Context: an optimization exercise on an open-source flow, tuned for small area, a short achievable clock period and few clock cycles. The choices shown serve that exercise and are no tape-out recipe.
Where RTL was checked, it was by simulation tests only, not by an equivalence proof against the original.

== run 1 ==
==> flow/design.v (excerpt) <==
module signed_binary_to_decimal_ascii_top #(
	parameter int VALUE_WIDTH = sbda_pkg::VALUE_WIDTH_DEF
) (
	input  logic                          clk,
	input  logic                          arst_n,
	input  logic                          value_valid,
	output logic                          value_ready,
	input  logic signed [VALUE_WIDTH-1:0] value,
	output logic                          char_valid,
	input  logic                          char_ready,
	output logic [7:0]                    character,
	output logic                          last
);
Settings: LEC_CHECK=0, ABC_AREA=1, CAP_MARGIN=20, CORE_MARGIN=2, CORE_UTILIZATION=40, SETUP_SLACK_MARGIN=1.2, SLEW_MARGIN=20; clock period 4.0 ns.
standard.sh (not shown) runs the stock make flow with config.mk's settings and CLKGATE_MAP_FILE= SYNTH_SCRIPT=/design/flow/synth_recipe.tcl, a recipe that flattens the netlist after the stock synthesis.
==> flow/flow/run.sh <==
#!/bin/bash
# Standard layout, with the port buffers made from buf_4 cells instead of the default pick.
bash standard.sh BUFFER_PORTS_ARGS="-buffer_cell sky130_fd_sc_hd__buf_4" finish > standard.log 2>&1
## Diff of input files: run 2 against run 1
Settings: a change of SETUP_SLACK_MARGIN from 1.2 to 1.8.
Notes after the runs:
Run 2 vs run 1: total half-perimeter wirelength after legalization and detailed placement up slightly
Run 1 → run 2: proportion of layout cells with a drive suffix above 1 grew by 8.6 points; number of detailed-routing iterations run before antenna repair -1; fmax increased by 16% relative to the old numbers.
Modified inputs, run 3 compared to run 2
Settings: setting PLACE_DENSITY to 0.75 for the first time; changing CORE_UTILIZATION from 40 to 65.
==> flow/flow/run.sh <==
#!/bin/bash
# Standard layout, with the port buffers made from buf_2 cells instead of the default pick.
bash standard.sh BUFFER_PORTS_ARGS="-buffer_cell sky130_fd_sc_hd__buf_2" finish > standard.log 2>&1
--- outcome ---
- Run 3 against run 2: sum of routed wire length over all layers saw an increase; count of clock-buffer cells in the layout saw a decrease.
- Measured against run 2, the total number of vias of run 3 comes out at 1.05 times the reference value.
- Run 3 against run 2; wire length of the first global-routing pass is down slightly.
- Run 2 was larger in final cell area than run 3.
Relative to run 3, the following input files were edited for run 4:
Settings: swapping 1.8 for 1.5 in SETUP_SLACK_MARGIN; clearing PLACE_DENSITY, which used to be 0.75; swapping 65 for 40 in CORE_UTILIZATION.
==> flow/flow/run.sh <==
#!/bin/bash
# Standard layout, with the port buffers made from buf_4 cells instead of the default pick.
bash standard.sh BUFFER_PORTS_ARGS="-buffer_cell sky130_fd_sc_hd__buf_4" finish > standard.log 2>&1
==> summary.txt <==
When the final numbers for run 4 and run 3 were put side by side, the sum of routed wire length over all layers turned out to be greater in run 3.
Run 3 ended up with u_conv.c_bo as its critical path startpoint; run 4 ended up with u_ser.s_idx[0].
On average wire per standard cell: between run 4 and run 3, it ends up lower for run 4.
The final period utilization of run 4 exceeds that of run 3 by 2.3 points.
[compare] base=run 3 new=run 4: die area now larger, critical path's largest stage delay went up 320 ps, buffering overhead dropped 1.7 points, die boundary height higher, via count decreased by 7.7% relative to the old numbers.
Cell area (run 4 vs. run 3) decreases by a few percent
No run of this note included a check of the RTL's function; only the layout flow was run.

========
signed_binary_to_decimal_ascii_top, a different RTL version from the one above (not shown whole).
For scale: roughly 110 flip-flops, about 47 I/O pins, about 0.0079 mm2 of cells after synthesis.
// signed_binary_to_decimal_ascii_top
module signed_binary_to_decimal_ascii_top #(
	parameter int VALUE_WIDTH = sbda_pkg::VALUE_WIDTH_DEF
) (
	input  logic                          clk,
	input  logic                          arst_n,
	input  logic                          value_valid,
	output logic                          value_ready,
	input  logic signed [VALUE_WIDTH-1:0] value,
	output logic                          char_valid,
	input  logic                          char_ready,
	output logic [7:0]                    character,
	output logic                          last
);
	logic                    cv_valid;
	logic                    cv_ready;
	logic                    cv_neg;
	logic [sbda_pkg::BW-1:0] cv_bcd;
	sbda_conv #(
		.VALUE_WIDTH(VALUE_WIDTH)
	) u_conv (
		.clk      (clk),
		.arst_n   (arst_n),
		.up_valid (value_valid),
		.up_ready (value_ready),
		.value    (value),
		.dn_valid (cv_valid),
		.dn_ready (cv_ready),
		.dn_neg   (cv_neg),
		.dn_bcd   (cv_bcd)
	);
	sbda_ser u_ser (
		.clk        (clk),
		.arst_n     (arst_n),
		.up_valid   (cv_valid),
  ...
export LEC_CHECK = 0
export ABC_AREA = 1
export CAP_MARGIN = 20
export CORE_MARGIN = 2
export CORE_UTILIZATION = 40
export CTS_BUF_LIST = sky130_fd_sc_hd__clkbuf_8
export CTS_CLUSTER_DIAMETER = 100
export CTS_CLUSTER_SIZE = 40
export PLACE_DENSITY = 0.75
export SETUP_SLACK_MARGIN = 1.65
export SLEW_MARGIN = 20
create_clock -name core_clock -period 4.0 [get_ports {clk}]
==> flow/flow/run.sh <==
#!/bin/bash
# Standard layout, with the port buffers made from buf_4 cells instead of the default pick.
bash standard.sh BUFFER_PORTS_ARGS="-buffer_cell sky130_fd_sc_hd__buf_4" finish > standard.log 2>&1
Testbench counts at the start, summed over its fixed seeds: cycles 21,185.
Edit:
- CTS_BUF_LIST: sky130_fd_sc_hd__clkbuf_8 -> default
- CTS_CLUSTER_DIAMETER: 100 -> default
- CTS_CLUSTER_SIZE: 40 -> default
- PLACE_DENSITY: 0.75 -> default
Result: Synthesized area does not change; synthesized cell count stays the same; final area came out higher by 2.5%; clock skew hardly moves; wire length came out higher by 2.1%; non-clock buffer count stays the same; count of clock-buffer cells in the layout came out lower by 2; utilization came out higher by 1.1 points; critical path depth came out higher by 7.
Edit:
- CTS_BUF_LIST: default -> sky130_fd_sc_hd__clkbuf_8
- CTS_CLUSTER_DIAMETER: default -> 100
- CTS_CLUSTER_SIZE: default -> 40
- SETUP_SLACK_MARGIN: 1.65 -> 1.7
Outcome:
- global-route usage drops by 0.25 points
- flip-flop and latch count stays the same
- design area falls by 1.4%
- cell count is about the same
- die area is unchanged
- routed wire length is lower by about 0.4%
Edit:
- SETUP_SLACK_MARGIN: 1.7 -> 1.6
What happened: Cell area is about the same. Clock-buffer cell count does not change. Final cell count is unchanged. Area after synthesis stays the same. First-iteration DRC count drops by 13%. Die area stays the same. Wire length climbs by 0.87%. Utilization barely changes. Global-route usage climbs by 0.48 points.

========
juniper:
signed_binary_to_decimal_ascii_top, a different RTL version from the one above (not shown whole).
For scale: roughly 1100 cells after synthesis, ~110 flip-flops, ~7800 µm² of cells after synthesis.
clock: 4.0 ns
lec_check: 0
abc_area: 1
cap_margin: 20
core_margin: 2
core_utilization: 40
setup_slack_margin: 1.5
slew_margin: 20
Scripts as last shown in full above: flow/flow/run.sh
#### Input delta (cedar over juniper)
- a change of SETUP_SLACK_MARGIN from 1.5 to 2.0
## What came out
- Looking at first-pass GRT wire length, cedar sits about 15% higher than juniper does.
- Compare juniper and cedar | count of buffer and inverter cells on the critical path lower: cedar
- [compare] base=juniper new=cedar: all-layer global routing usage increased by 2.7 points relative to the old numbers; highest attainable clock frequency ~0 delta.
- cedar vs juniper on final critical-path required period: cedar is the higher one.
- cedar vs. juniper: met3 usage went up by 0.93 points.
- The CTS sink count was comparable across juniper and cedar.
- On utilization: cedar sits above juniper.
- Row fraction of area in registers: cedar lower / juniper higher
- Compared with juniper, cedar ends up with a larger final cell area.
No run of this note included a check of the RTL's function; only the layout flow was run.

========
== P ==
The RTL this note starts from:
==> flow/design.v <==
package sbda_pkg;
	localparam int VALUE_WIDTH_DEF = 32;
	localparam int BITS_PER_STAGE = 4;
	localparam int ND = 10;
	localparam int BW = 4 * (ND - 1) + 2;
	function automatic logic [BW-1:0] dabble1(input logic [BW-1:0] b, input logic bit_in);
		logic [BW-1:0] r;
		logic          c;
		c = bit_in;
		for (int d = 0; d < ND - 1; d++) begin
			logic d3, d2, d1, d0;
			{d3, d2, d1, d0} = b[d*4 +: 4];
			r[d*4]     = c;
			r[d*4 + 1] = (!d3 && !d2 && d0) || (d2 && d1 && !d0) || (d3 && !d0);
			r[d*4 + 2] = (d3 && !d0) || (!d2 && d1) || (d1 && d0);
			r[d*4 + 3] = (d3 && d0) || (d2 && !d1 && !d0);
			c = d3 || (d2 && (d1 || d0));
		end
		r[BW-2] = c;
		r[BW-1] = b[BW-2];
		dabble1 = r;
	endfunction
endpackage
module sbda_conv #(
	parameter int VALUE_WIDTH = sbda_pkg::VALUE_WIDTH_DEF
) (
	input  logic                          clk,
	input  logic                          arst_n,
	input  logic                          up_valid,
	output logic                          up_ready,
	input  logic [VALUE_WIDTH-1:0]        value,
	output logic                          dn_valid,
	input  logic                          dn_ready,
	output logic                          dn_neg,
	output logic [sbda_pkg::BW-1:0]       dn_bcd
);
	localparam int W  = VALUE_WIDTH;
	localparam int NN = W / 4;
	localparam int CW = $clog2(NN);
	localparam int BW = sbda_pkg::BW;
	logic          neg;
	logic [NN-1:0] nib_z, nib_f, low_z, nz;
	logic [CW-1:0] k0;
	logic [NN-1:0] p_f, p_bo;
	logic [3:0]    p_nib [NN];
	logic [CW-1:0] p_idx [NN];
	assign neg = value[W-1];
	always_comb begin
		for (int j = 0; j < NN; j++) begin
			nib_z[j] = (value[j*4 +: 4] == 4'h0);
			nib_f[j] = (value[j*4 +: 4] == 4'hF);
		end
		low_z[0] = 1'b1;
		for (int j = 1; j < NN; j++) low_z[j] = low_z[j-1] & nib_z[j-1];
		for (int j = 0; j < NN; j++)
			nz[j] = neg ? (!nib_f[j] || (!nib_z[j] && low_z[j])) : !nib_z[j];
		for (int j = 0; j < NN; j++) begin
			p_f[j]   = nz[j];
			p_nib[j] = value[j*4 +: 4];
			p_bo[j]  = !low_z[j];
			p_idx[j] = CW'(j);
		end
		for (int w = 1; w < NN; w = w * 2) begin
			for (int j = 0; j + w < NN; j = j + 2 * w) begin
				if (p_f[j+w]) begin
					p_nib[j] = p_nib[j+w];
					p_bo[j]  = p_bo[j+w];
					p_idx[j] = p_idx[j+w];
				end
				p_f[j] = p_f[j] | p_f[j+w];
			end
		end
		k0 = p_idx[0];
	end
	logic          f_busy;    
	logic          f_wait;    
	logic [CW-1:0] f_cnt;
	logic          c_v, c_first, c_last, c_neg, c_bo;
	logic [3:0]    c_nib;
	logic [BW-1:0] bcd;
	logic          d_done, d_neg;
	logic          d_accept, handoff, c_free, c_free_sure;
	logic          fetch_first, fetch_next;
	assign handoff     = d_done && dn_ready;
	assign d_accept    = c_v && (!d_done || dn_ready);
	assign c_free      = !c_v || d_accept;
	assign c_free_sure = !(c_v && c_first && d_done);
	assign fetch_first = up_valid && !f_busy && !f_wait && c_free;
	assign fetch_next  = f_busy && ((f_cnt == '0) ? c_free_sure : c_free);
	assign up_ready    = f_wait || (f_busy && (f_cnt == '0) && c_free_sure);
	always_ff @(posedge clk or negedge arst_n) begin
		if (!arst_n) begin
			f_busy <= 1'b0;
			f_wait <= 1'b0;
			c_v    <= 1'b0;
			d_done <= 1'b0;
		end else begin
			if (f_wait) f_wait <= 1'b0;
			if (fetch_first) begin
				if (k0 == '0) f_wait <= 1'b1;
				else f_busy <= 1'b1;
			end else if (fetch_next && f_cnt == '0) begin
				f_busy <= 1'b0;
			end
			if (fetch_first || fetch_next) c_v <= 1'b1;
			else if (d_accept) c_v <= 1'b0;
			if (d_accept) d_done <= c_last;
			else if (handoff) d_done <= 1'b0;
		end
	end
	always_ff @(posedge clk) begin
		if (fetch_first) f_cnt <= k0 - 1'b1;
		else if (fetch_next) f_cnt <= f_cnt - 1'b1;
		if (fetch_first || fetch_next) begin
			c_nib   <= f_busy ? value[f_cnt*4 +: 4] : p_nib[0];
			c_bo    <= f_busy ? !low_z[f_cnt] : p_bo[0];
			c_neg   <= neg;
			c_first <= fetch_first;
			c_last  <= f_busy ? (f_cnt == '0) : (k0 == '0);
		end
	end
	logic [3:0]    mbits;
	logic [BW-1:0] b_nx;
	always_comb begin
		logic orb;
		orb = c_bo;
		for (int t = 0; t < 4; t++) begin
			mbits[t] = c_nib[t] ^ (c_neg & orb);
			orb = orb | c_nib[t];
		end
		b_nx = c_first ? '0 : bcd;
		for (int t = 3; t >= 0; t--) b_nx = sbda_pkg::dabble1(b_nx, mbits[t]);
	end
	always_ff @(posedge clk) begin
		if (d_accept) begin
			bcd <= b_nx;
			if (c_first) d_neg <= c_neg;
		end
	end
	assign dn_valid = d_done;
	assign dn_neg   = d_neg;
	assign dn_bcd   = bcd;
endmodule
module sbda_ser (
	input  logic                    clk,
	input  logic                    arst_n,
	input  logic                    up_valid,
	output logic                    up_ready,
	input  logic                    up_neg,
	input  logic [sbda_pkg::BW-1:0] up_bcd,
	output logic                    char_valid,
	input  logic                    char_ready,
	output logic [7:0]              character,
	output logic                    last
);
	localparam int ND = sbda_pkg::ND;
	localparam int BW = sbda_pkg::BW;
	logic          s_busy, s_neg, s_atl;
	logic [3:0]    s_idx;
	logic [BW-1:0] s_bcd;
	logic          o_v, o_dash, o_last;
	logic [3:0]    o_lo;
	logic          emit, fin, load;
	logic [3:0]    lead, dig;
	logic [4*ND-1:0] bcd_ext;
	assign emit     = s_busy && (!o_v || char_ready);
	assign fin      = emit && s_atl;
	assign up_ready = !s_busy || fin;
	assign load     = up_valid && up_ready;
	always_comb begin
		lead = 4'd0;
		for (int d = 0; d < ND - 1; d++) if (up_bcd[d*4 +: 4] != 4'd0) lead = 4'(d);
		if (up_bcd[BW-1:BW-2] != 2'd0) lead = 4'(ND - 1);
		bcd_ext = {2'b00, s_bcd};
		dig = bcd_ext[s_idx*4 +: 4];
	end
	always_ff @(posedge clk or negedge arst_n) begin
		if (!arst_n) begin
			s_busy <= 1'b0;
			o_v    <= 1'b0;
		end else begin
			if (load) s_busy <= 1'b1;
			else if (fin) s_busy <= 1'b0;
			if (emit) o_v <= 1'b1;
			else if (char_ready) o_v <= 1'b0;
		end
	end
	always_ff @(posedge clk) begin
		if (emit) begin
			o_dash <= s_neg;
			o_lo   <= s_neg ? 4'hD : dig;
			o_last <= s_atl;
		end
		if (load) begin
			s_neg <= up_neg;
			s_idx <= lead;
			s_bcd <= up_bcd;
			s_atl <= !up_neg && (lead == 4'd0);
		end else if (emit) begin
			if (s_neg) begin
				s_neg <= 1'b0;
				s_atl <= (s_idx == 4'd0);
			end else begin
				s_idx <= s_idx - 1'b1;
				s_atl <= (s_idx == 4'd1);
			end
		end
	end
	assign char_valid = o_v;
	assign character  = {3'b001, !o_dash, o_lo};
	assign last       = o_last;
endmodule
module signed_binary_to_decimal_ascii_top #(
	parameter int VALUE_WIDTH = sbda_pkg::VALUE_WIDTH_DEF
) (
	input  logic                          clk,
	input  logic                          arst_n,
	input  logic                          value_valid,
	output logic                          value_ready,
	input  logic signed [VALUE_WIDTH-1:0] value,
	output logic                          char_valid,
	input  logic                          char_ready,
	output logic [7:0]                    character,
	output logic                          last
);
	logic                    cv_valid;
	logic                    cv_ready;
	logic                    cv_neg;
	logic [sbda_pkg::BW-1:0] cv_bcd;
	sbda_conv #(
		.VALUE_WIDTH(VALUE_WIDTH)
	) u_conv (
		.clk      (clk),
		.arst_n   (arst_n),
		.up_valid (value_valid),
		.up_ready (value_ready),
		.value    (value),
		.dn_valid (cv_valid),
		.dn_ready (cv_ready),
		.dn_neg   (cv_neg),
		.dn_bcd   (cv_bcd)
	);
	sbda_ser u_ser (
		.clk        (clk),
		.arst_n     (arst_n),
		.up_valid   (cv_valid),
		.up_ready   (cv_ready),
		.up_neg     (cv_neg),
		.up_bcd     (cv_bcd),
		.char_valid (char_valid),
		.char_ready (char_ready),
		.character  (character),
		.last       (last)
	);
endmodule
clock: 4.0 ns
lec_check: 0
abc_area: 1
cap_margin: 20
core_margin: 2
core_utilization: 40
setup_slack_margin: 1.5
slew_margin: 20
run.sh (not shown) runs the stock make flow with config.mk's settings and CLKGATE_MAP_FILE= SYNTH_SCRIPT=/design/flow/synth_recipe.tcl, a recipe that flattens the netlist after the stock synthesis.
Stock flow here: none of the scripts above is used.
Modified inputs, Q compared to P
- SETUP_SLACK_MARGIN now 2.5, was 1.5
==> flow/flow/run.sh (new file) <==
#!/bin/bash
# Standard layout, with the port buffers made from buf_4 cells instead of the default pick.
bash standard.sh BUFFER_PORTS_ARGS="-buffer_cell sky130_fd_sc_hd__buf_4" finish > standard.log 2>&1
==> flow/standard.sh (new file) <==
#!/bin/bash
# synth_recipe.tcl (not shown) runs the flow's synth.tcl, then flattens the netlist and writes it again
# the make line also repeats each setting of config.mk as NAME=value (left out here)
make -C /OpenROAD-flow-scripts/flow DESIGN_CONFIG=/design/flow/config.mk WORK_HOME=/design/flow/orfs CLKGATE_MAP_FILE= SYNTH_SCRIPT=/design/flow/synth_recipe.tcl "${@:-finish}"
removed: flow/run.sh
==> summary.txt <==
From P to Q the numbers moved as follows: placed wire-length estimate +about 1.5%; maximum frequency shows an increase of 3.2%; clock skew essentially unchanged; total routed wirelength moved up. P ended up with fewer cell instances than Q did. Re mean routed wirelength per cell: P and Q aren't equal, and the higher value belongs to Q. Going from P to Q, total non-filler cell area in the finished layout picked up an extra about 32%; worst path setup slack after routing picked up an extra 0.076 ns.
No run of this note included a check of the RTL's function; only the layout flow was run.

[static timing again, ports no longer ideal]
No port has a modelled driver above. Below, the same layouts with a new extraction and two added sets of constraints. Step 1: set_driving_cell puts a clkbuf_16 on clk and a buf_2 on each other input, an assumption about the parent block. Step 2, shift: input delay + t, output delay - t, t = (earliest + latest rising clock arrival at the registers) / 2. This alone moves slack from input paths to output paths. Three values: no drivers, after step 1, after step 2; two values: the first two.
run	t (ns)	setup WS [ns]	cell pins on the clock port's net
run 1	0.458	1.559 / 1.559 / 1.450	1
run 2	0.454	1.895 / 1.920 / 1.466	1
run 3	0.454	1.749 / 1.749 / 1.475	1
run 4	0.451	1.658 / 1.658 / 1.310	1
the first run of note 2	0.461	1.789 / 1.801 / 1.340	1
the second run of note 2	0.458	1.832 / 1.855 / 1.397	1
the third run of note 2	0.457	1.869 / 1.876 / 1.433	1
the fourth run of note 2	0.463	1.868 / 1.868 / 1.432	1
juniper	0.391	1.594 / 1.576 / 1.224	1
cedar	0.396	1.589 / 1.594 / 1.198	1
P	0.395	1.555 / 1.512 / 1.219	1
Q	0.391	1.631 / 1.589 / 1.252	1
After both steps every run listed still meets setup and hold. The setup slack of the first run of note 2, which loses most, moves by +0.012 ns with the drivers and by -0.449 ns with both steps.
